What follows belongs to an exercise in optimizing a design on an open flow for small area; a production flow would make more cautious choices. In this exercise RTL edits were held to simulation tests only and were not proved equivalent to the original.

==> inputs of maple <==
==> flow/design.v <==
module mem_stage_hold (
  input  logic q,
  input  logic y,
  input  logic s,
  input  logic ns,
  output logic d
);
  assign d = (q | s) & (y | ns);
endmodule
module mem_stage_aoi3 (
  input  logic a,
  input  logic b,
  input  logic c,
  input  logic sa,
  input  logic sb,
  input  logic sc,
  output logic z
);
  assign z = ~((a & sa) | (b & sb) | (c & sc));
endmodule
module mem_stage_ld (
  input  logic q,
  input  logic y,
  input  logic s,
  input  logic ns,
  output logic d
);
  assign d = (q | s) & (y | ns);
endmodule
module mem_stage #(
  parameter int ADDR_W = 6
) (
  input  logic        clk,
  input  logic        rst_n,
  input  logic        valid_ex,
  input  logic [31:0] brnch,
  input  logic        zero,
  input  logic [31:0] ALUresult,
  input  logic [31:0] rdData2,
  input  logic [4:0]  writeReg,
  input  logic        Branch,
  input  logic        MemRead,
  input  logic        MemWrite,
  input  logic        RegWrite,
  input  logic        MemtoReg,
  input  logic        stall,
  input  logic        flush,
  output logic        PCSrc,
  output logic [31:0] brTarget,
  output logic        valid_wb,
  output logic [31:0] readData_wb,
  output logic [31:0] ALUresult_wb,
  output logic [4:0]  writeReg_wb,
  output logic        RegWrite_wb,
  output logic        MemtoReg_wb,
  output logic        misalign_err
);
  localparam int DEPTH = 1 << ADDR_W;
  localparam int NGRP  = DEPTH / 3;         
  logic              live;
  logic              go;
  logic              aligned;
  logic [ADDR_W-1:0] addr;
  logic              ld_en;
  logic              st_en;
  logic [DEPTH-1:0]  wsel;    
  logic [DEPTH-1:0]  nwsel;
  logic [DEPTH-1:0]  rsel;    
  logic [31:0] mem_q [DEPTH];
  logic [31:0] mem_d [DEPTH];
  logic unused_addr_hi;
  assign unused_addr_hi = ^ALUresult[31:ADDR_W+2];
  assign live    = valid_ex & ~flush;
  assign go      = live & ~stall;
  assign aligned = (ALUresult[1:0] == 2'b00);
  assign addr    = ALUresult[ADDR_W+1:2];
  assign ld_en   = go & MemRead;
  assign st_en   = rst_n & go & MemWrite & aligned;
  assign PCSrc    = live & Branch & zero;
  assign brTarget = brnch;
  always_comb begin
    for (int w = 0; w < DEPTH; w++) begin
      wsel[w]  = st_en & (addr == ADDR_W'(w));
      nwsel[w] = ~wsel[w];
      rsel[w]  = ld_en & aligned & (addr == ADDR_W'(w));
    end
  end
  logic [31:0] wdat;
  assign wdat = rdData2;
  for (genvar w = 0; w < DEPTH; w++) begin : g_word
    for (genvar b = 0; b < 32; b++) begin : g_bit
      mem_stage_hold u_hold (
        .q(mem_q[w][b]), .y(wdat[b]), .s(wsel[w]), .ns(nwsel[w]), .d(mem_d[w][b])
      );
    end
    always_ff @(posedge clk) begin
      mem_q[w] <= mem_d[w];
    end
  end
  logic [31:0] grp_n [NGRP];
  logic [31:0] rd_word;
  for (genvar g = 0; g < NGRP; g++) begin : g_rd
    for (genvar b = 0; b < 32; b++) begin : g_bit
      mem_stage_aoi3 u_aoi (
        .a (mem_q[3*g][b]),
        .b (mem_q[3*g+1][b]),
        .c (mem_q[3*g+2][b]),
        .sa(rsel[3*g]), .sb(rsel[3*g+1]), .sc(rsel[3*g+2]),
        .z (grp_n[g][b])
      );
    end
  end
  always_comb begin
    rd_word = '0;
    for (int g = 0; g < NGRP; g++) begin
      rd_word = rd_word | ~grp_n[g];
    end
    for (int w = 3 * NGRP; w < DEPTH; w++) begin
      rd_word = rd_word | (mem_q[w] & {32{rsel[w]}});
    end
  end
  logic        valid_q, regwr_q, m2r_q, mis_q;
  logic [31:0] rdata_q, alu_q;
  logic [4:0]  wreg_q;
  logic [31:0] alu_d;
  logic [4:0]  wreg_d;
  logic        nstall;
  assign nstall = ~stall;
  for (genvar b = 0; b < 32; b++) begin : g_alu
    mem_stage_ld u_ld (
      .q(alu_q[b]), .y(ALUresult[b]), .s(nstall), .ns(stall), .d(alu_d[b])
    );
  end
  for (genvar b = 0; b < 5; b++) begin : g_wreg
    mem_stage_ld u_ld (
      .q(wreg_q[b]), .y(writeReg[b]), .s(nstall), .ns(stall), .d(wreg_d[b])
    );
  end
  always_ff @(posedge clk or negedge rst_n) begin
    if (!rst_n) begin
      valid_q <= 1'b0;
      regwr_q <= 1'b0;
      m2r_q   <= 1'b0;
      alu_q   <= '0;
      wreg_q  <= '0;
      rdata_q <= '0;
      mis_q   <= 1'b0;
    end else begin
      if (!stall) begin
        valid_q <= live;
        m2r_q   <= MemtoReg;
        regwr_q <= live & RegWrite & ~(MemRead & ~aligned);
      end
      alu_q   <= alu_d;
      wreg_q  <= wreg_d;
      rdata_q <= rd_word | (rdata_q & {32{~ld_en}});
      mis_q   <= go & (MemRead | MemWrite) & ~aligned;
    end
  end
  assign valid_wb     = valid_q;
  assign readData_wb  = rdata_q;
  assign ALUresult_wb = alu_q;
  assign writeReg_wb  = wreg_q;
  assign RegWrite_wb  = regwr_q;
  assign MemtoReg_wb  = m2r_q;
  assign misalign_err = mis_q;
endmodule
==> flow/flow/run.sh <==
#!/bin/bash
set -euo pipefail
export BUFFER_PORTS_ARGS="-buffer_cell sky130_fd_sc_hd__buf_2"
export CTS_ARGS="-sink_clustering_enable -repair_clock_nets -sink_clustering_size 14 -sink_clustering_max_diameter 250 -buf_list sky130_fd_sc_hd__clkbuf_8 -dont_use_dummy_load"
bash standard.sh > standard.log 2>&1
==> flow/standard.sh <==
#!/bin/bash
# synth_recipe.tcl (not shown) runs the flow's synth.tcl, then flattens the netlist and writes it again
# the make line also repeats each setting of config.mk as NAME=value (left out here)
make -C /OpenROAD-flow-scripts/flow DESIGN_CONFIG=/design/flow/config.mk WORK_HOME=/design/flow/orfs CLKGATE_MAP_FILE= SYNTH_SCRIPT=/design/flow/synth_recipe.tcl "${@:-finish}"
==> flow/config.mk <==
export PLATFORM = sky130hd
export DESIGN_NAME = mem_stage
export DESIGN_NICKNAME = mem_stage
export VERILOG_FILES = /design/flow/design.v
export SDC_FILE = /design/flow/constraint.sdc
export NUM_CORES = 4
export LEC_CHECK = 0
export CAP_MARGIN = 20
export CORE_MARGIN = 2
export CORE_UTILIZATION = 65
export SLEW_MARGIN = 20
export SYNTH_HIERARCHICAL = 1
export SYNTH_MINIMUM_KEEP_SIZE = 0
==> flow/constraint.sdc <==
create_clock -name core_clock -period 5.0 [get_ports {clk}]
set_input_delay 1.0000 -clock core_clock [delete_from_list [all_inputs] [get_ports {clk}]]
set_output_delay 1.0000 -clock core_clock [all_outputs]
set_load 0.01 [all_outputs]
==> amber: changes against maple <==
--- a/flow/design.v
+++ b/flow/design.v
@@ -6,5 +6,5 @@
   output logic d
 );
-  assign d = (q | s) & (y | ns);
+  assign d = ~((q | s) & (y | ns));
 endmodule
 module mem_stage_aoi3 (
@@ -86,6 +86,10 @@
     end
   end
+  logic        ph;
   logic [31:0] wdat;
-  assign wdat = rdData2;
+  always_ff @(posedge clk) begin
+    ph <= ~ph;
+  end
+  assign wdat = rdData2 ^ {32{ph}};
   for (genvar w = 0; w < DEPTH; w++) begin : g_word
     for (genvar b = 0; b < 32; b++) begin : g_bit
@@ -99,4 +103,5 @@
   end
   logic [31:0] grp_n [NGRP];
+  logic [31:0] rd_raw;
   logic [31:0] rd_word;
   for (genvar g = 0; g < NGRP; g++) begin : g_rd
@@ -112,12 +117,13 @@
   end
   always_comb begin
-    rd_word = '0;
+    rd_raw = '0;
     for (int g = 0; g < NGRP; g++) begin
-      rd_word = rd_word | ~grp_n[g];
+      rd_raw = rd_raw | ~grp_n[g];
     end
     for (int w = 3 * NGRP; w < DEPTH; w++) begin
-      rd_word = rd_word | (mem_q[w] & {32{rsel[w]}});
+      rd_raw = rd_raw | (mem_q[w] & {32{rsel[w]}});
     end
   end
+  assign rd_word = rd_raw ^ {32{ph & ld_en & aligned}};
   logic        valid_q, regwr_q, m2r_q, mis_q;
   logic [31:0] rdata_q, alu_q;
==> flow/flow/run.sh (replaced) <==
#!/bin/bash
set -euo pipefail
export BUFFER_PORTS_ARGS="-buffer_cell sky130_fd_sc_hd__buf_1"
export CTS_ARGS="-sink_clustering_enable -repair_clock_nets -sink_clustering_size 16 -sink_clustering_max_diameter 60 -buf_list sky130_fd_sc_hd__clkbuf_8 -dont_use_dummy_load"
export RECOVER_POWER=100
bash standard.sh > standard.log 2>&1
==> impl_metrics.env <==
export IMPL_dieArea_um2=112000
export IMPL_finalNonFillerCells=7524
export IMPL_seq_area_frac_synth=0.602
export IMPL_clock_buffers=169
export IMPL_skew_ns=0.0457
export IMPL_status="complete, no violations"
export IMPL_cp_arrival_ns=5.25
export IMPL_grt_usage=0.465
export IMPL_powerDensity_nw_per_um2=333
export IMPL_antenna_cells=8
export IMPL_timing_fmax_ghz=0.223
export IMPL_placementRows=121
The numbers above come from maple.

==> impl_metrics.env <==
export IMPL_placementRows=117
export IMPL_status="failed layout checks"
export IMPL_powerDensity_nw_per_um2=351
export IMPL_dieArea_um2=106000
export IMPL_drv_slew=895
export IMPL_drv_cap=25
export IMPL_seq_area_frac_synth=0.640
export IMPL_violatedChecks="capacitance limit, slew limit"
The numbers above come from amber.

## re-timing with driven ports
Ports are ideal in the flow. The routed layouts listed here were re-timed in OpenROAD.
Step 1 assumes that a clkbuf_16 drives the clock port and a buf_2 every other input.
Step 2 moves the port delays by t, midway between the first and last clock arrival at a register: inputs arrive t later, outputs are due t later. That takes back most of the time a late clock gives input paths.
Three values: ideal, step 1, step 2; two values: the first two.
run	t, ns	setup WS [ns]	hold WS [ns]
maple	0.962	0.523 / 0.506 / -0.456	0.269 / 0.220 / 0.470
amber	0.945	0.440 / 0.493 / -0.452	0.330 / 0.277 / 0.449
The setup slack of maple, which loses most, moves by -0.017 ns with the drivers and by -0.979 ns with both steps.
